Source: an optimization exercise on an open RTL-to-GDS flow (aim: small area, a short achievable clock period and few clock cycles per item). Production flows keep margins and buffers that such runs may drop.
RTL that was checked went through simulation tests only; none was proved equivalent to the original.
Only the layout flow was run in runs 1, 3 and 4; the RTL was not checked for function there.
Power is estimated from default activity; no workload was simulated.

--- design/flow/constraint.sdc ---
create_clock -name core_clock -period 5.0 [get_ports {clock}]
set_input_delay 1.0000 -clock core_clock [delete_from_list [all_inputs] [get_ports {clock}]]
set_output_delay 1.0000 -clock core_clock [all_outputs]
set_load 0.01 [all_outputs]
--- design/flow/flow/run.sh ---
#!/bin/bash
# The standard layout (the standard.sh: standard synthesis, then ORFS to finish), with one
# change: buffer_ports buffers every input and output port with buf_4 instead of its default
# cell (a slow delay buffer that the footprint-matched resizer cannot replace).
set -euo pipefail
bash standard.sh synth > synth.log 2>&1
export BUFFER_PORTS_ARGS="-buffer_cell sky130_fd_sc_hd__buf_4"
bash standard.sh > layout.log 2>&1
--- design/flow/standard.sh ---
#!/bin/bash
# synth_recipe.tcl (not shown) runs the flow's synth.tcl, then flattens the netlist and writes it again
# the make line also repeats each setting of config.mk as NAME=value (left out here)
make -C /OpenROAD-flow-scripts/flow DESIGN_CONFIG=/design/flow/config.mk WORK_HOME=/design/flow/orfs CLKGATE_MAP_FILE= SYNTH_SCRIPT=/design/flow/synth_recipe.tcl "${@:-finish}"
--- design/flow/config.mk ---
export PLATFORM = sky130hd
export DESIGN_NAME = inode_cache_lru
export DESIGN_NICKNAME = inode_cache_lru
export VERILOG_FILES = /design/flow/design.v
export SDC_FILE = /design/flow/constraint.sdc
export NUM_CORES = 4
export LEC_CHECK = 0
export ABC_CLOCK_PERIOD_IN_PS = 2000
export CAP_MARGIN = 20
export CORE_MARGIN = 2
export CORE_UTILIZATION = 50
export CTS_CLUSTER_DIAMETER = 80
export CTS_CLUSTER_SIZE = 24
export PLACE_DENSITY = 0.7
export SETUP_SLACK_MARGIN = 2.65
export SLEW_MARGIN = 20
--- design/flow/design.v ---
package icl_pkg;
   localparam int DEFAULT_SLOTS = 16;
   localparam int KEY_W         = 16;
   localparam int STAMP_W       = 32;
   localparam int COUNT_W       = 17;
   localparam int OP_W          = 2;
   localparam int STATUS_W      = 2;
   localparam int SLOT_W        = 4;
   localparam logic [COUNT_W-1:0] INODE_COUNT_RESET = 17'h10000;
   typedef enum logic [OP_W-1:0] {
      OP_LOOKUP = 2'd0,
      OP_PUT    = 2'd1,
      OP_REMOVE = 2'd2
   } op_type;
   typedef enum logic [STATUS_W-1:0] {
      ST_OK     = 2'd0,
      ST_RANGE  = 2'd1,
      ST_ABSENT = 2'd2
   } status_type;
   typedef enum logic [1:0] {
      S_IDLE,
      S_SCAN,
      S_DONE
   } state_type;
   typedef struct packed {
      logic [KEY_W-1:0]   key;
      logic [STAMP_W-1:0] stamp;
   } entry_type;
endpackage
module inode_cache_lru #(
   parameter int SLOTS = icl_pkg::DEFAULT_SLOTS
) (
   input  logic                        clock,
   input  logic                        reset,
   input  logic                        req_valid,
   output logic                        req_ready,
   input  logic [icl_pkg::OP_W-1:0]    req_op,
   input  logic [icl_pkg::KEY_W-1:0]   req_key,
   output logic                        rsp_valid,
   input  logic                        rsp_ready,
   output logic [icl_pkg::STATUS_W-1:0] rsp_status,
   output logic                        rsp_hit,
   output logic [icl_pkg::SLOT_W-1:0]  rsp_slot,
   output logic                        rsp_evicted,
   output logic [icl_pkg::KEY_W-1:0]   rsp_evicted_key,
   input  logic                        csr_wr_en,
   input  logic [icl_pkg::COUNT_W-1:0] csr_wr_data
);
   localparam int KW = icl_pkg::KEY_W;
   localparam int SW = icl_pkg::SLOT_W;
   localparam int RW = icl_pkg::STATUS_W + 1 + SW + 1 + KW;
   localparam int T  = SLOTS - 1;
   logic [KW-1:0]        key_ff [SLOTS];
   logic [SW-1:0]        id_ff  [SLOTS];
   logic [SLOTS-1:0]     ev_ff;
   logic [SLOTS-1:0]     slot_valid_ff;
   logic [icl_pkg::COUNT_W-1:0] inode_count_ff;
   logic                 e_valid_ff;
   logic [icl_pkg::OP_W-1:0] e_op_ff;
   logic [KW-1:0]        e_key_ff;
   logic [SLOTS-1:0]     e_eq_ff;
   logic                 e_range_ff;
   logic                 o0_valid_ff, o1_valid_ff, ready_ff;
   logic [RW-1:0]        o0_ff, o1_ff;
   logic                 adv, exec, put_exec;
   logic                 is_lookup, is_put, is_remove;
   logic [SLOTS-1:0]     d_eq;
   logic                 d_same;
   logic [SLOTS-1:0]     match, m_up, free_pos, a_up, move, rem, free_slot;
   logic                 found, has_inv;
   logic [SW-1:0]        match_id, free_id, alt_id, put_id;
   logic                 o1_next;
   logic [RW-1:0]        res;
   logic [icl_pkg::STATUS_W-1:0] res_status;
   logic                 res_hit;
   logic [SW-1:0]        res_slot;
   logic                 res_evicted;
   assign adv       = !o1_valid_ff;
   assign req_ready = ready_ff;
   assign exec      = adv && e_valid_ff;
   assign is_lookup = (e_op_ff == icl_pkg::OP_LOOKUP);
   assign is_put    = (e_op_ff == icl_pkg::OP_PUT);
   assign is_remove = (e_op_ff == icl_pkg::OP_REMOVE);
   assign put_exec  = exec && is_put;
   always_comb begin
      for (int k = 0; k < SLOTS; k++) begin
         match[k]    = e_eq_ff[k];
         free_pos[k] = !ev_ff[k];
         free_slot[k] = !slot_valid_ff[k];
         for (int j = 0; j < k; j++) begin
            if (!ev_ff[j])         free_pos[k]  = 1'b0;
            if (!slot_valid_ff[j]) free_slot[k] = 1'b0;
         end
         m_up[k] = 1'b0;
         a_up[k] = 1'b0;
         for (int j = 0; j <= k; j++) begin
            if (match[j])    m_up[k] = 1'b1;
            if (free_pos[j]) a_up[k] = 1'b1;
         end
      end
      has_inv = !(&ev_ff);
      if (!has_inv) a_up = '1;
      found = m_up[T];
      match_id = '0;
      free_id  = '0;
      for (int k = 0; k < SLOTS; k++) begin
         if (match[k])     match_id = match_id | id_ff[k];
         if (free_slot[k]) free_id  = free_id | SW'(k);
      end
      alt_id = has_inv ? free_id : id_ff[0];
      put_id = found ? match_id : alt_id;
   end
   assign move = put_exec ? (found ? m_up : a_up) : '0;
   assign rem  = (exec && is_remove) ? match : '0;
   assign d_same = (req_key == e_key_ff);
   always_comb begin
      for (int k = 0; k < T; k++)
         d_eq[k] = move[k] ? ((key_ff[k+1] == req_key) && ev_ff[k+1])
                           : ((key_ff[k] == req_key) && ev_ff[k] && !rem[k]);
      d_eq[T] = put_exec ? d_same : ((key_ff[T] == req_key) && ev_ff[T] && !rem[T]);
   end
   always_comb begin
      res_status  = icl_pkg::ST_OK;
      res_hit     = 1'b0;
      res_slot    = '0;
      res_evicted = 1'b0;
      if (is_lookup) begin
         if (!e_range_ff) begin
            res_status = icl_pkg::ST_RANGE;
         end else if (found) begin
            res_hit  = 1'b1;
            res_slot = match_id;
         end else begin
            res_status = icl_pkg::ST_ABSENT;
         end
      end else if (is_put) begin
         res_hit     = found;
         res_slot    = put_id;
         res_evicted = !found && !has_inv;
      end else if (is_remove) begin
         if (found) begin
            res_hit  = 1'b1;
            res_slot = match_id;
         end else begin
            res_status = icl_pkg::ST_ABSENT;
         end
      end
   end
   assign res = {res_status, res_hit, res_slot, res_evicted, res_evicted ? key_ff[0] : '0};
   always_ff @(posedge clock) begin
      for (int k = 0; k < T; k++) begin
         if (move[k]) begin
            key_ff[k] <= key_ff[k+1];
            id_ff[k]  <= id_ff[k+1];
         end
      end
      if (put_exec) begin
         key_ff[T] <= e_key_ff;
         id_ff[T]  <= put_id;
      end
   end
   assign o1_next = o1_valid_ff ? !rsp_ready : (exec && o0_valid_ff && !rsp_ready);
   always_ff @(posedge clock) begin
      if (reset) begin
         ev_ff          <= '0;
         slot_valid_ff  <= '0;
         inode_count_ff <= icl_pkg::INODE_COUNT_RESET;
         e_valid_ff     <= 1'b0;
         o0_valid_ff    <= 1'b0;
         o1_valid_ff    <= 1'b0;
         ready_ff       <= 1'b1;
      end else begin
         if (csr_wr_en) inode_count_ff <= csr_wr_data;
         for (int k = 0; k < T; k++) begin
            if (move[k])     ev_ff[k] <= ev_ff[k+1];
            else if (rem[k]) ev_ff[k] <= 1'b0;
         end
         if (put_exec)    ev_ff[T] <= 1'b1;
         else if (rem[T]) ev_ff[T] <= 1'b0;
         for (int j = 0; j < SLOTS; j++) begin
            if (put_exec && !found && free_slot[j]) slot_valid_ff[j] <= 1'b1;
            else if (exec && is_remove && found && (match_id == SW'(j))) slot_valid_ff[j] <= 1'b0;
         end
         if (adv) e_valid_ff <= req_valid;
         if (!o0_valid_ff || rsp_ready) o0_valid_ff <= o1_valid_ff || exec;
         o1_valid_ff <= o1_next;
         ready_ff    <= !o1_next;
      end
   end
   always_ff @(posedge clock) begin
      if (adv) begin
         e_op_ff    <= req_op;
         e_key_ff   <= req_key;
         e_eq_ff    <= d_eq;
         e_range_ff <= ({1'b0, req_key} < inode_count_ff);
      end
   end
   always_ff @(posedge clock) begin
      if (!o1_valid_ff) o1_ff <= res;
      if (!o0_valid_ff || rsp_ready) o0_ff <= o1_valid_ff ? o1_ff : res;
   end
   assign rsp_valid = o0_valid_ff;
   assign {rsp_status, rsp_hit, rsp_slot, rsp_evicted, rsp_evicted_key} = o0_ff;
endmodule
==> summary.txt, run 1 <==
Timing
  – Final slew viol count: 0
  – Clock skew: 14.8 ps
  – Setup tns final: 0 ps
  – Fmax: 413 MHz
  – Unrepaired setup endpoints after global routing: true
  – Worst-Margin Slew: between 800 and 900 ps
  – Setup-failing EPs final: 0
  – Final Hold Viols: 0
  – Final min period: 2420 ps
  – Final worst path period share: 48.4%
  – Slew headroom: 44.1%

Critical path
  – Critical path type: reg -> reg
  – Data arrival, critical path: 2730 ps
  – Nature of the critical path startpoint: flop
  – Crit. End Element: flop
  – Required @ worst endpoint: 5310 ps
  – Largest fanout on the critical path: 11

Synth
  – Yosys reg bits: about 460
  – Avg Inst Size Synth: 14.5 um^2
  – Syn Inst Count: 1324
  – Main synth FF type: edfxtp_1
  – Syn. warnings: 3
  – Cell Area, Synth: 0.0192 mm^2
  – EDFF count, synth: 379
  – Ys async rst share: 0%
  – Register area share after synthesis: 67.2%
  – Distinct cells, synth: 60
  – Net Count, Synth: ~1400

Finish
  – Commonest non-fill, non-tap cells in the layout: edfxtp_1 (379), xnor2_1 (256), buf_4 (126)
  – Syn-to-layout area delta: 16.5%
  – Storage element area: 0.0130 mm^2
  – Most common cell after layout, fill and taps aside: edfxtp_1
  – Fraction of layout cells with a size suffix above 1: between 10% and 20%
  – Multi-input logic area: 0.00665 mm^2
  – Fillers: 2819
  – Layout Nets: 1500

Die
  – Die Wd: 200 um
  – Die Area: approximately 0.04 mm^2
  – Site row count: 71
  – Die Y: 200 um
  – Core area: 0.0378 mm^2
  – Initial Util: 50.9%
  – Io pins: 66

Routing
  – DRT Pass-1 Iters: 5
  – DRC viols: 0
  – Post-detailed-route count of antenna-violating nets: 0
  – Total Wirelength: 47.2 mm
  – Vias: 11849
  – DR iter-0 viols: 959
  – Wire per inst: 23.9 um
  – Drt via density: 6.00

GRT
  – Initial antenna violation count: 0
  – Gr usage total: 24.0%
  – First-pass GRT wire length: just over 70 mm
  – Congestion Overflow GR: 0
  – Largest net degree at the start of global routing: 54
  – Vias in the first global route: 11756

Clock network
  – CTS tree: done
  – Worst-skew pair later-pin latency: 560 ps
  – Clock sink count: 456
  – Clk root buf: clkbuf_16
  – Cts hold-fix bufs: 0
  – CTS buffer count: 24
  – H-tree depth: 1
  – Clock Tree Buf Depth: 3
  – Worst-path clk slew: 90 ps

Worst hold path
  – Hold Crit Class: reg -> reg

Power and ir drop
  – Power Total: 7050 uW
  – Max IR drop VDD: 0.258 mV
  – Leak: between 0.007 and 0.008 uW
  – Pwr/cell area: 315 mW/mm^2

Placement
  – DP HPWL: 30.3 mm
  – I/O Buffers: between 60 and 70
  – Final Wtd Congestion: 0.943

Job
  – Max-Cap Viols: 0

Run status
  – Status: complete, no violations
## synthesized netlist by cell type (30+ instances only)
cell type | count | area [um^2]
nor2_1 | 44 | 165
clkbuf_1 | 34 | 128
nand4_1 | 77 | 482
nand3_1 | 40 | 200
nand2b_1 | 32 | 200
dfxtp_1 | 77 | 1540
mux2i_1 | 46 | 460
xnor2_1 | 256 | 2240
a22o_1 | 35 | 307
edfxtp_1 | 379 | 11400
nand2_1 | 30 | 113
## cells by family (layout without fill, tap and decap cells)
family | Yosys count | after routing | share of synthesized area [%]
other | 0 | 1 | 0
flip-flops | 456 | 456 | 67.2
AND/OR/NAND/NOR | 299 | 301 | 9.07
multiplexers | 46 | 46 | 2.40
adder cells (fa/ha/maj) | 15 | 15 | 0.977
AO/OA/AOI/OAI | 153 | 164 | 6.08
buffers and inverters | 83 | 209 | 1.84
XOR/XNOR | 272 | 272 | 12.4
## critical path: stages, from the launching register on
cell	delay, ps
edfxtp_1	510
nor4_4	340
buf_4	190
nand4_4	120
buf_12	180
nor3_4	190
buf_4	210
a41oi_4	140
buf_12	170
mux2i_1	120
## state kept, by name, indices dropped and copies added, names as in the netlist
register / flops
key_ff: 256
id_ff: 64
o0_ff: 24
o1_ff: 24
inode_count_ff: 17
e_eq_ff: 16
e_key_ff: 16
ev_ff: 16
slot_valid_ff: 16
e_op_ff: 2
e_range_ff: 1
e_valid_ff: 1
o0_valid_ff: 1
o1_valid_ff: 1
ready_ff: 1
## worst paths after layout
check / startpoint / to / slack (ps) / cells after the start
worst max-delay path: e_eq_ff[2] / e_eq_ff[12] / 2580 / 9
worst min-delay path: id_ff[6][3] / id_ff[5][3] / 450 / 0
worst max register to register: e_eq_ff[2] / e_eq_ff[12] / 2580 / 9
worst min register to register: id_ff[6][3] / id_ff[5][3] / 450 / 0
## layer usage
metal	routed length, um	vias up	track usage [%]
li1	-	5297	-
met2	24600	480	43.8
met5	0	-	0
met3	2940	122	3.65
met4	2110	0	9.25
met1	17500	5950	28.4
## report_power, final
group          internal [uW]  switching [uW]
clock network           1050            1190
registers               4180            59.6
logic                    236             328
total                   5470            1580
## what timing repair did
item                                    in CTS  in global routing
gates cloned                                12                  1
setup buffers                               51                 23
gates resized for setup                     56                 25
endpoints found under the setup margin     387                234
pin swaps                                   27                 10
## stage by stage
step / std cells / setup WS, ps / utilization, % / cell area, um^2 / hold WS, ps
3_5_place_dp: 1843 / 1880 / 53.9 / 20300 / 438
5_1_grt: 1974 / 2500 / 59.3 / 22400 / 458
2_1_floorplan: 1324 / 2600 / - / 19600 / 423
3_3_place_gp: 1843 / 1930 / 53.9 / 20300 / 430
4_1_cts: 1950 / 2610 / 58.5 / 22100 / 449
6_report: 1975 / 2580 / 59.3 / 22400 / 450
## cell type report
cell class,instances,share of cell area (%)
multi-input combinational,798,29.7
tap,511,2.86
timing repair buffer,143,5.59
clock buffer,39,3.17
inverter,22,0.458
antenna,1,0.0112
sequential,456,57.9
clock inverter,5,0.335
==> inputs of run 2 (changes only) <==
--- a/design/flow/design.v
+++ b/design/flow/design.v
@@ -85,5 +85,5 @@
    always_comb begin
       for (int k = 0; k < SLOTS; k++) begin
-         match[k]    = e_eq_ff[k];
+         match[k]    = ev_ff[k] && e_eq_ff[k];
          free_pos[k] = !ev_ff[k];
          free_slot[k] = !slot_valid_ff[k];
@@ -116,7 +116,6 @@
    always_comb begin
       for (int k = 0; k < T; k++)
-         d_eq[k] = move[k] ? ((key_ff[k+1] == req_key) && ev_ff[k+1])
-                           : ((key_ff[k] == req_key) && ev_ff[k] && !rem[k]);
-      d_eq[T] = put_exec ? d_same : ((key_ff[T] == req_key) && ev_ff[T] && !rem[T]);
+         d_eq[k] = move[k] ? (key_ff[k+1] == req_key) : (key_ff[k] == req_key);
+      d_eq[T] = put_exec ? d_same : (key_ff[T] == req_key);
    end
    always_comb begin
==> design/flow/flow/run.sh (replaced) <==
#!/bin/bash
# The standard layout (the standard.sh: standard synthesis, then ORFS to finish), with two
# changes: buffer_ports buffers every input and output port with buf_4 instead of its default
# cell (a slow delay buffer), and the resizer may swap a cell for one of another footprint.
set -euo pipefail
bash standard.sh synth > synth.log 2>&1
export BUFFER_PORTS_ARGS="-buffer_cell sky130_fd_sc_hd__buf_4"
MAKEFLAGS="MATCH_CELL_FOOTPRINT=0" bash standard.sh > layout.log 2>&1
--- a/design/flow/config.mk
+++ b/design/flow/config.mk
@@ -12,5 +12,4 @@
 export CTS_CLUSTER_DIAMETER = 80
 export CTS_CLUSTER_SIZE = 24
-export PLACE_DENSITY = 0.7
 export SETUP_SLACK_MARGIN = 2.65
 export SLEW_MARGIN = 20
==> run 2 against run 1 <==
Net effect:
- still clean on timing, DRC and antenna
- non-clock buffer count rose by 8
- wire length rose by 0.40%
- combinational power fell by 29%
- clock-buffer cell count fell by 4
- utilization rose by 0.15 points
- final area rose by 0.48%
- maximum frequency rose by 3.0%
- critical endpoint is now id_ff[0][1]
- largest power group unchanged
==> summary.txt, run 2 <==
Run status
  – Status: complete, no violations

Routing
  – Total Wirelength: 47.4 mm
  – DRT Pass-1 Iters: 8
  – Vias: 11682
  – DR iter-0 viols: 845
  – Post-detailed-route count of antenna-violating nets: 0
  – DRC viols: 0
  – Drt via density: 5.76
  – Wire per inst: between 20 and 25 um

Power and ir drop
  – Max IR drop VDD: 0.276 mV
  – Leak: 0.00786 uW
  – Power Total: 6850 uW
  – Pwr/cell area: 305 mW/mm^2

GRT
  – Gr usage total: 23.0%
  – Initial antenna violation count: 0
  – Largest net degree at the start of global routing: 54
  – First-pass GRT wire length: 70.3 mm
  – Vias in the first global route: ~12000
  – Congestion Overflow GR: 0

Timing
  – Clock skew: 32.9 ps
  – Final hold slack: 459 ps
  – Unrepaired setup endpoints after global routing: true
  – Slew headroom: 36.3%
  – Fmax: 426 MHz
  – Setup-failing EPs final: 0
  – Final min period: 2350 ps
  – Final Hold Viols: 0
  – Worst-Margin Slew: 956 ps
  – Setup tns final: 0 ps
  – Final worst path period share: ~47%
  – Final slew viol count: 0
  – Final setup margin: 2650 ps

Clock network
  – Clock sink count: 456
  – Clock Tree Buf Depth: 3
  – Worst-path clk slew: 90 ps
  – H-tree depth: 1
  – Worst-skew pair later-pin latency: about 580 ps
  – CTS tree: done
  – Clk root buf: clkbuf_16
  – CTS buffer count: 25

Placement
  – I/O Buffers: 65
  – Pre-CTS WS: 1410 ps
  – DP HPWL: between 30 and 40 mm
  – Final Wtd Congestion: 0.915

Die
  – Core area: 0.0378 mm^2
  – Io pins: 66
  – Die Wd: 201 um
  – Initial Util: 51.0%
  – Die Area: around 0.040 mm^2
  – Die Y: about 200 um
  – Site row count: 71

Critical path
  – Nature of the critical path startpoint: flop
  – CP peak stage delay: 480 ps
  – Largest fanout on the critical path: 8
  – Data arrival, critical path: 2650 ps
  – R2r worst-path depth: 7
  – Crit path max-delay cell type: edfxtp_1
  – Critical path type: reg -> reg
  – Crit. End Element: flop
  – Required @ worst endpoint: 5300 ps
  – Bufs and invs on worst path: 3
  – Critical path depth in cells: 7
  – Worst path cell trace: a222oi_1, buf_4, and4_4, nand2_8, a221oi_4, buf_6, clkbuf_16
  – CP delay by family, top: compound AO/OA/AOI/OAI gates

Finish
  – Fillers: around 3000
  – Layout Nets: between 1500 and 2000
  – Commonest non-fill, non-tap cells in the layout: edfxtp_1 (379), xor2_1 (256), buf_4 (123)
  – Top flop regs: key_ff (256), id_ff (64)
  – Storage element area: 0.0129 mm^2
  – Syn-to-layout area delta: 16.5%
  – Multi-input logic area: 0.00651 mm^2
  – Max reg flops: 256
  – Most common cell after layout, fill and taps aside: edfxtp_1
  – Reg with most FFs: key_ff
  – Antenna Cells: 0
  – Core Util, Final: 59.4%
  – Fraction of layout cells with a size suffix above 1: 18.5%

Synth
  – Syn. warnings: 3
  – Cell Area, Synth: 0.0193 mm^2
  – Register area share after synthesis: 66.9%
  – Largest cells by area after synthesis: edfxtp_1 (59%), xor2_1 (12%), dfxtp_1 (8.0%)
  – Avg Inst Size Synth: about 14 um^2
  – Main synth FF type: edfxtp_1
  – Distinct cells, synth: 71
  – Ys async rst share: 0%
  – Leading area contributor after synthesis: edfxtp_1
  – EDFF count, synth: roughly 380
  – Syn Inst Count: 1379
  – Most common cell in the synthesized netlist: edfxtp_1
  – Post-synth top area share: ~59%
  – Net Count, Synth: 1434
  – Commonest cells post-synth: edfxtp_1 (379), xor2_1 (256), nand3_1 (78), dfxtp_1 (77), nor4_1 (71)
  – Yosys reg bits: 456

Job
  – Max-Cap Viols: 0

Worst hold path
  – Hold Crit Class: reg -> reg
  – Worst hold stages: 0
==> run 2: cell types whose count changed after synthesis, moves of 24 or more <==
| cell | change |
|---|---|
| nand2b_1 | -24 |
| nand3_1 | +38 |
| nand4_1 | -33 |
| nor4_1 | +49 |
| xnor2_1 | -240 |
| xor2_1 | +240 |
==> run 2: cells by family after synthesis <==
group / synth area share [%]
simple gates: 9.87
flops: 66.9
xor+xnor: 12.3
mux: 1.97
compound gates: 5.38
fa+ha+maj: 0.972
buf+inv: 2.55
==> run 2: through the flow <==
step	std cells	cell area, um^2
after global placement	1891	20300
after CTS	1991	21900
after detailed placement	1891	20300
final	2028	22500
after floorplan	1379	19500
after global routing	2028	22500
==> run 2: where the power goes <==
part | switching [uW] | internal, uW | total (uW) | leakage [uW]
Clock | 1250 | 992 | 2240 | 0.000383
Sequential | 48.9 | 4160 | 4210 | 0.00422
Combinational | 239 | 164 | 402 | 0.00326
Total | 1540 | 5320 | 6850 | 0.00786
==> run 2: area by class of cell <==
| class | count | area share (%) |
|---|---|---|
| clock buffer | 35 | 3.04 |
| clock inverter | 11 | 0.434 |
| inverter | 30 | 0.612 |
| multi-input combinational | 831 | 28.9 |
| sequential | 456 | 57.5 |
| tap | 511 | 2.84 |
| timing repair buffer | 151 | 6.49 |
| timing repair inverter | 3 | 0.100 |
==> run 2: path summary, 6_finish.rpt <==
| kind | slack, ps | startpoint | to |
|---|---|---|---|
| max | 2650 | e_eq_ff[0] | id_ff[0][1] |
| min | 460 | e_key_ff[12] | key_ff[15][12] |
| max reg2reg | 2650 | e_eq_ff[0] | id_ff[0][1] |
| min reg2reg | 460 | e_key_ff[12] | key_ff[15][12] |
==> run 2: repair_timing <==
action | 4_1_cts | 5_1_grt
hold buffers | 0 | 0
endpoints found under the setup margin | 396 | 332
setup buffers | 42 | 32
cloned | 12 | 5
resized for setup | 64 | 37
pin swaps | 21 | 22
==> run 2: metal layers <==
metal	global-route usage (%)	wire length [um]	share of wire, %	vias to the layer above
met1	28.2	18900	40	5850
li1	-	-	-	5418
met4	6.85	1330	2.8	0
met2	42.6	25000	53	337
met5	0	0	0	-
met3	2.87	2140	4.5	77
Testbench counts of run 2, summed over its fixed seeds: cycles 12,016, items 12,000.
==> inputs of run 3 (changes only) <==
--- a/design/flow/design.v
+++ b/design/flow/design.v
@@ -55,4 +55,6 @@
    logic [SLOTS-1:0]     ev_ff;
    logic [SLOTS-1:0]     slot_valid_ff;
+   logic                 clr_ff;
+   logic [SW-1:0]        clr_id_ff;
    logic [icl_pkg::COUNT_W-1:0] inode_count_ff;
    logic                 e_valid_ff;
@@ -67,5 +69,5 @@
    logic [SLOTS-1:0]     d_eq;
    logic                 d_same;
-   logic [SLOTS-1:0]     match, m_up, free_pos, a_up, move, rem, free_slot;
+   logic [SLOTS-1:0]     match, m_up, free_pos, a_up, move, rem, free_slot, slot_valid;
    logic                 found, has_inv;
    logic [SW-1:0]        match_id, free_id, alt_id, put_id;
@@ -84,11 +86,15 @@
    assign put_exec  = exec && is_put;
    always_comb begin
+      for (int j = 0; j < SLOTS; j++)
+         slot_valid[j] = slot_valid_ff[j] && !(clr_ff && (clr_id_ff == SW'(j)));
+   end
+   always_comb begin
       for (int k = 0; k < SLOTS; k++) begin
          match[k]    = ev_ff[k] && e_eq_ff[k];
          free_pos[k] = !ev_ff[k];
-         free_slot[k] = !slot_valid_ff[k];
+         free_slot[k] = !slot_valid[k];
          for (int j = 0; j < k; j++) begin
             if (!ev_ff[j])         free_pos[k]  = 1'b0;
-            if (!slot_valid_ff[j]) free_slot[k] = 1'b0;
+            if (!slot_valid[j]) free_slot[k] = 1'b0;
          end
          m_up[k] = 1'b0;
@@ -164,4 +170,5 @@
          ev_ff          <= '0;
          slot_valid_ff  <= '0;
+         clr_ff         <= 1'b0;
          inode_count_ff <= icl_pkg::INODE_COUNT_RESET;
          e_valid_ff     <= 1'b0;
@@ -177,8 +184,6 @@
          if (put_exec)    ev_ff[T] <= 1'b1;
          else if (rem[T]) ev_ff[T] <= 1'b0;
-         for (int j = 0; j < SLOTS; j++) begin
-            if (put_exec && !found && free_slot[j]) slot_valid_ff[j] <= 1'b1;
-            else if (exec && is_remove && found && (match_id == SW'(j))) slot_valid_ff[j] <= 1'b0;
-         end
+         slot_valid_ff <= slot_valid | ((put_exec && !found) ? free_slot : '0);
+         clr_ff        <= exec && is_remove && found;
          if (adv) e_valid_ff <= req_valid;
          if (!o0_valid_ff || rsp_ready) o0_valid_ff <= o1_valid_ff || exec;
@@ -188,4 +193,5 @@
    end
    always_ff @(posedge clock) begin
+      clr_id_ff <= match_id;
       if (adv) begin
          e_op_ff    <= req_op;
==> design/flow/flow/run.sh (replaced) <==
#!/bin/bash
# The standard layout (the standard.sh: standard synthesis, then ORFS to finish), with one
# change: the resizer may swap a cell for one of another footprint, so that the delay cells that
# buffer_ports puts on the ports, and other cells, can be resized to ordinary buffers and gates.
set -euo pipefail
bash standard.sh synth > synth.log 2>&1
MAKEFLAGS="MATCH_CELL_FOOTPRINT=0" bash standard.sh > layout.log 2>&1
--- a/design/flow/config.mk
+++ b/design/flow/config.mk
@@ -9,7 +9,7 @@
 export CAP_MARGIN = 20
 export CORE_MARGIN = 2
-export CORE_UTILIZATION = 50
+export CORE_UTILIZATION = 55
 export CTS_CLUSTER_DIAMETER = 80
 export CTS_CLUSTER_SIZE = 24
-export SETUP_SLACK_MARGIN = 2.65
+export SETUP_SLACK_MARGIN = 2.7
 export SLEW_MARGIN = 20
==> run 3 against run 2 <==
Net effect:
- largest cell class unchanged
- die area fell by 7.6%
- global-route usage rose by 5.5 points
- clock power rose by 8%
- synthesized cell count rose by 3.9%
- power rose by 4.2%
- combinational power rose by 15%
==> summary.txt, run 3 <==
Synth
  – Leading area contributor after synthesis: edfxtp_1
  – Cell Area, Synth: between 0.015 and 0.02 mm^2
  – Net Count, Synth: roughly 1500
  – Ys async rst share: 0%
  – Syn. warnings: 3
  – Largest cells by area after synthesis: edfxtp_1 (58%), xor2_1 (11%), dfxtp_1 (8.4%)
  – Syn Inst Count: 1433
  – Commonest cells post-synth: edfxtp_1 (379), xor2_1 (256), nand3_1 (84), dfxtp_1 (82), clkbuf_1 (72)
  – Main synth FF type: edfxtp_1
  – Post-synth top area share: 58.1%
  – Register area share after synthesis: 66.5%
  – Distinct cells, synth: 72
  – Avg Inst Size Synth: 13.7 um^2
  – Most common cell in the synthesized netlist: edfxtp_1
  – Yosys reg bits: between 400 and 500
  – EDFF count, synth: 379

Critical path
  – Crit path max-delay cell type: edfxtp_1
  – Critical path type: reg -> reg
  – Largest fanout on the critical path: 7
  – Worst path cell trace: a222oi_1, buf_4, buf_6, nand3_4, nor2_4, buf_6, o21ai_4, a31oi_4, buf_12, buf_12
  – Crit. End Element: flop
  – CP peak stage delay: 500 ps
  – Data arrival, critical path: 2850 ps
  – Nature of the critical path startpoint: flop
  – Required @ worst endpoint: 5320 ps

Timing
  – Final slew viol count: 0
  – Final min period: 2530 ps
  – Final Hold Viols: 0
  – Clock skew: 21.4 ps
  – Setup-failing EPs final: 0
  – Fmax: around 400 MHz
  – Final worst path period share: a little over 50%
  – Unrepaired setup endpoints after global routing: true
  – Slew headroom: 32.6%
  – Setup tns final: 0 ps
  – Worst-Margin Slew: 1010 ps

Die
  – Io pins: 66
  – Site row count: 69
  – Die Area: 0.0371 mm^2
  – Initial Util: a little under three fifths
  – Die Wd: approximately 190 um
  – Core area: 0.0353 mm^2
  – Die Y: 193 um

Clock network
  – H-tree depth: 1
  – Clock Tree Buf Depth: 3
  – Clk root buf: clkbuf_16
  – Clock sink count: 461
  – Worst-skew pair later-pin latency: 590 ps
  – Worst-path clk slew: 100 ps
  – CTS tree: done
  – CTS buffer count: 27
  – Cts hold-fix bufs: 0

Finish
  – Fin cells: between 2000 and 2500
  – Core Util, Final: roughly 70%
  – Max reg flops: 256
  – Reg with most FFs: key_ff
  – Layout Nets: 1699
  – Commonest non-fill, non-tap cells in the layout: edfxtp_1 (379), xor2_1 (256), buf_4 (85)
  – Most common cell after layout, fill and taps aside: edfxtp_1
  – Fillers: roughly 2400
  – Top flop regs: key_ff (256), id_ff (64)
  – Fraction of layout cells with a size suffix above 1: 23.2%
  – Syn-to-layout area delta: 25.8%
  – Antenna Cells: 0

Placement
  – DP HPWL: 33.4 mm
  – I/O Buffers: between 60 and 70
  – Placed cells: approximately 1900
  – Final Wtd Congestion: just under 0.9

GRT
  – Largest net degree at the start of global routing: 40
  – Congestion Overflow GR: 0
  – Vias in the first global route: 12685
  – Initial antenna violation count: 0
  – First-pass GRT wire length: a little under 80 mm
  – Gr usage total: 28.5%

Run status
  – Status: complete, no violations

Routing
  – Vias: approximately 13000
  – DRC viols: 0
  – Drt via density: 6.09
  – Total Wirelength: roughly 54 mm
  – Wire per inst: around 25 um
  – DR iter-0 viols: 1212
  – DRT Pass-1 Iters: 8
  – Post-detailed-route count of antenna-violating nets: 0

Power and ir drop
  – Internal: roughly 5500 uW
  – Leak: between 0.009 and 0.01 uW
  – Seq pwr share: 59.5%
  – Logic pwr share: roughly 6.5%
  – Max IR drop VDD: slightly below 0.4 mV
  – Sw power: about 1700 uW
  – Pwr/cell area: 290 mW/mm^2
  – Clock network fraction of total power: 34.0%
  – Switching fraction of total power: about 23%

Worst hold path
  – Hold Crit Class: reg -> reg

Job
  – Max-Cap Viols: 0
run 3: changes by cell type after synthesis, sizes merged, moves of 6 or more:
cell    change
nand3b      -7
nand2       +7
clkbuf     +18
o21ai      +15
a21oi       +6
buf        -10
nor2        -9
inv         +8
a31oi       -7
run 3: layout make-up:
class / count / area, um^2 / share of cell area, %
Clock buffer: 30 / 687 / 2.79
Clock inverter: 16 / 181 / 0.736
Inverter: 38 / 181 / 0.736
Multi-Input combinational cell: 862 / 7100 / 28.8
Sequential cell: 461 / 13100 / 53.1
Tap cell: 461 / 577 / 2.34
Timing Repair Buffer: 243 / 2760 / 11.2
Timing Repair inverter: 11 / 80.1 / 0.325
run 3: cell families (layout without fill, tap and decap cells):
family / Yosys count / count (layout) / share of synthesized area [%]
DFF: 461 / 461 / 66.5
and+or+nand+nor: 354 / 355 / 9.93
xor gates and xnor gates: 272 / 272 / 12.2
AOI/OAI and AO/OA: 174 / 181 / 6.15
buffers and inverters: 118 / 338 / 2.34
muxes: 39 / 39 / 1.99
adders and majority gates: 15 / 15 / 0.958
run 3: routing by layer:
metal	wire [um]	GRT usage (%)	share of wire, %	up-vias
met5	0	0	0	-
met4	2360	10.5	4.4	0
met3	2980	3.46	5.5	126
met2	27300	50.2	51	527
met1	21400	36.1	40	6479
li1	-	-	-	5793
run 3: per-stage QoR:
step	area (um^2)	hold slack, ps	setup slack (ps)	power, uW
final	24600	449	2470	7140
after global routing	24600	467	2410	7370
after CTS	23600	448	2510	7150
after detailed placement	20900	432	1280	4730
after global placement	20900	430	1310	4730
after floorplan	19800	417	1620	4570
run 3: critical path, delay by kind of cell, from the launching register on:
family / cells / cell delay, ps
DFF: 1 / 500
buffers and inverters: 5 / 750
and+or+nand+nor: 2 / 390
AOI/OAI and AO/OA: 3 / 620
run 3: path summary, 6_finish.rpt:
path	start	endpoint	slack (ps)	cells past startpoint
worst max register to register	e_eq_ff[9]	key_ff[7][5]	2470	10
worst min-delay path	id_ff[10][3]	id_ff[9][3]	450	0
worst min register to register	id_ff[10][3]	id_ff[9][3]	450	0
worst max-delay path	e_eq_ff[9]	key_ff[7][5]	2470	10
run 3: timing repair:
item                                   4_1_cts  5_1_grt
pin swaps                                   43       47
endpoints found under the hold margin        0        0
resized for setup                          208      102
gates cloned                                22        7
setup endpoints to repair                  435      360
setup buffers                               91       47
run 3: power groups by stage:
stage	combinational [uW]	clock, uW	sequential, uW
floorplan	244	0	4320
global placement	385	0	4340
detailed placement	387	0	4340
CTS	435	2470	4250
global route	498	2610	4260
finish	464	2430	4250
==> inputs of run 4 (changes only) <==
==> design/flow/run.sh (new file) <==
#!/bin/bash
# synth_recipe.tcl (not shown) runs the flow's synth.tcl, then flattens the netlist and writes it again
# the make line also repeats each setting of config.mk as NAME=value (left out here)
make -C /OpenROAD-flow-scripts/flow DESIGN_CONFIG=/design/flow/config.mk WORK_HOME=/design/flow/orfs CLKGATE_MAP_FILE= SYNTH_SCRIPT=/design/flow/synth_recipe.tcl finish
--- a/design/flow/config.mk
+++ b/design/flow/config.mk
@@ -9,7 +9,7 @@
 export CAP_MARGIN = 20
 export CORE_MARGIN = 2
-export CORE_UTILIZATION = 55
+export CORE_UTILIZATION = 50
 export CTS_CLUSTER_DIAMETER = 80
 export CTS_CLUSTER_SIZE = 24
-export SETUP_SLACK_MARGIN = 2.7
+export SETUP_SLACK_MARGIN = 2.5
 export SLEW_MARGIN = 20
removed: design/flow/flow/run.sh
removed: design/flow/standard.sh
==> run 4 against run 3 <==
Net effect:
- critical endpoint is now e_eq_ff[3]
- non-clock buffer count shrank 48
- sequential power is essentially flat
- maximum frequency shrank 5.3%
- clock-buffer cell count grew 2
- still clean
- setup slack lost 140 ps
- highest routed layer unchanged
- largest cell class unchanged
- final area shrank 3.7%
- sequential share of layout area grew 1.9 points
- clock power shrank 7%
- largest power group unchanged
- hold slack gained 8.4 ps
- critical path depth is the same
==> summary.txt, run 4 <==
Clock network
  – Worst-path clk slew: roughly 90 ps
  – Worst-skew pair later-pin latency: 590 ps
  – Clk root buf: clkbuf_16
  – CTS buffer count: 25
  – CTS tree: done
  – Clock Tree Buf Depth: 3
  – H-tree depth: 1
  – Clock sink count: 461

Die
  – Io pins: 66
  – Initial Util: about half
  – Die Area: 0.0408 mm^2
  – Site row count: 72
  – Die Y: 202 um
  – Die Wd: between 200 and 250 um
  – Core area: ~0.039 mm^2

Timing
  – Final hold slack: 457 ps
  – Worst-Margin Slew: 1020 ps
  – Final Hold Viols: 0
  – Setup-failing EPs final: 0
  – Unrepaired setup endpoints after global routing: true
  – Final worst path period share: 53.3%
  – Fmax: 375 MHz
  – Final min period: 2670 ps
  – Setup tns final: 0 ps
  – Slew headroom: 32.2%
  – Clock skew: 38.4 ps
  – Final slew viol count: 0

Synth
  – Main synth FF type: edfxtp_1
  – Largest cells by area after synthesis: edfxtp_1 (58%), xor2_1 (11%), dfxtp_1 (8.4%)
  – Ys async rst share: 0%
  – Most common cell in the synthesized netlist: edfxtp_1
  – Net Count, Synth: 1488
  – EDFF count, synth: 379
  – Post-synth top area share: about three fifths
  – Cell Area, Synth: 0.0196 mm^2
  – Register area share after synthesis: 66.5%
  – Syn. warnings: 3
  – Commonest cells post-synth: edfxtp_1 (379), xor2_1 (256), nand3_1 (84), dfxtp_1 (82), clkbuf_1 (72)
  – Yosys reg bits: 461
  – Distinct cells, synth: 72
  – Syn Inst Count: 1433
  – Leading area contributor after synthesis: edfxtp_1
  – Avg Inst Size Synth: 13.7 um^2

Placement
  – Final Wtd Congestion: 0.866
  – I/O Buffers: 65
  – DP HPWL: 32.7 mm
  – Placed cell area: 0.0210 mm^2

Critical path
  – R2r worst-path depth: 10
  – Crit. End Element: flop
  – Nature of the critical path startpoint: flop
  – Critical path type: reg -> reg
  – Reg-to-Reg Start: e_eq_ff[2]
  – Worst r2r dst: e_eq_ff[3]
  – Critical Path End: e_eq_ff[3]
  – Largest fanout on the critical path: 10
  – Data arrival, critical path: 3090 ps
  – Reg-to-reg setup timing slack: 2330 ps
  – Required @ worst endpoint: 5420 ps
  – Setup crit start: e_eq_ff[2]

Run status
  – Status: complete, no violations

Routing
  – Wire per inst: 23.2 um
  – Total Wirelength: 49.4 mm
  – DRT Pass-1 Iters: 5
  – Drt via density: 5.76
  – DRC viols: 0
  – DR iter-0 viols: between 900 and 1000
  – Vias: 12254
  – Post-detailed-route count of antenna-violating nets: 0

Finish
  – Most common cell after layout, fill and taps aside: edfxtp_1
  – Antenna Cells: 0
  – Layout Nets: 1647
  – Reg with most FFs: key_ff
  – Top flop regs: key_ff (256), id_ff (64)
  – Fraction of layout cells with a size suffix above 1: 17.5%
  – Syn-to-layout area delta: 21.2%
  – Max reg flops: 256
  – Fillers: about 3000
  – Final instance area: 0.0237 mm^2
  – Commonest non-fill, non-tap cells in the layout: edfxtp_1 (379), xor2_1 (256), nand3_1 (81)

GRT
  – Vias in the first global route: between 10000 and 15000
  – Congestion Overflow GR: 0
  – Gr usage total: 23.6%
  – Initial antenna violation count: 0
  – First-pass GRT wire length: a little over 70 mm
  – Largest net degree at the start of global routing: 47

Power and ir drop
  – Leak: 0.00832 uW
  – Max IR drop VDD: approximately 0.24 mV
  – Pwr/cell area: around 300 mW/mm^2

Worst hold path
  – Hold Crit Class: reg -> reg
  – HP Start: o1_ff[16]

Job
  – Max-Cap Viols: 0
==> run 4: how the worst min path moves through the flow <==
stage	cells past startpoint	end	slack, ps
4_1_cts	0	id_ff[4][1]	460
3_5_place_dp	0	id_ff[4][1]	440
3_3_place_gp	1	o1_ff[16]	430
6_report	1	o1_ff[16]	460
2_1_floorplan	2	o1_ff[22]	420
5_1_grt	0	id_ff[11][3]	460
==> run 4: final cells by class <==
class                   count  area, um^2  area share, %
clock buffers              32         652           2.75
flip-flops and latches    461       13100           55.0
multi-input cells         864        6810           28.7
well taps                 518         648           2.73
clock inverters            11         118          0.495
repair inverters            7        52.6          0.221
inverters                  38         161          0.680
repair buffers            195        2240           9.46
==> run 4: through the flow <==
stage	total power [uW]	std cells	worst slack (ps)	util (%)
CTS	7010	2097	2350	59.9
finish	6970	2126	2330	61.4
detailed placement	4730	1966	1370	54.3
global placement	4720	1966	1410	54.2
global route	7180	2126	2290	61.4
floorplan	4560	1433	1620	-
==> run 4: logic make-up (layout without fill, tap and decap cells) <==
logic type / Yosys count / in the layout / synth area share (%)
AO/OA/AOI/OAI: 174 / 182 / 6.15
AND/OR/NAND/NOR: 354 / 356 / 9.93
multiplexers: 39 / 39 / 1.99
XOR/XNOR: 272 / 272 / 12.2
buffers and inverters: 118 / 283 / 2.34
flip-flops: 461 / 461 / 66.5
adder cells (fa/ha/maj): 15 / 15 / 0.958
==> run 4: what timing repair did <==
action / CTS / global route
gates cloned: 19 / 5
endpoints found under the setup margin: 400 / 323
hold buffers: 0 / 0
pin swaps: 30 / 20
buffers inserted: 69 / 23
resized for setup: 139 / 58
==> run 4: power breakdown <==
part	total (uW)	switching (uW)	internal, uW
Clock	2270	1260	1010
Combinational	456	255	201
Sequential	4240	46.8	4200
==> run 4: layer usage <==
| metal | wire length [um] | track usage (%) |
|---|---|---|
| met1 | 18800 | 28.2 |
| met2 | 26100 | 42.3 |
| met3 | 2760 | 4.19 |
| met4 | 1760 | 9.24 |
| met5 | 0 | 0 |
==> run 4: worst max-delay path, stage by stage, from the launching register on <==
cell and delay [ps]:
edfxtp_1 480, a222oi_1 380, buf_4 200, buf_4 140, and4_4 280, nand2_8 90
buf_8 140, buf_12 130, a311oi_4 290, buf_12 190, mux2i_1 180

## what the ideal ports hide
In the flow no input, the clock included, has a driving cell. The finished layouts below were timed again as built, in two steps.
Step 1, drivers: a clkbuf_16 drives clock and a buf_2 each remaining input, both assumed.
Step 2 adds t to the input delays and takes it off the output delays; t is the mean of the earliest and latest rising clock arrival at the registers after step 1. Input paths then give back, and output paths get back, about the clock's delay inside the block.
Slacks: ideal ports / drivers / drivers and shift; pairs: ideal ports / drivers.
| run | shift t [ns] | slack for setup (ns) | clock arrival spread, ns | worst slew at a driven data input, ns |
|---|---|---|---|---|
| run 1 | 0.601 | 2.581 / 2.581 / 2.080 | 0.015 / 0.015 | 0.05 |
| run 2 | 0.626 | 2.651 / 2.651 / 2.176 | 0.036 / 0.036 | 0.08 |
| run 3 | 0.641 | 2.475 / 2.475 / 2.080 | 0.024 / 0.024 | 0.05 |
| run 4 | 0.627 | 2.335 / 2.335 / 1.973 | 0.039 / 0.038 | 0.05 |
After both steps every run listed still meets setup and hold. For run 1, which loses most, drivers alone change the setup slack by 0.000 ns; drivers and shift together by -0.501 ns.
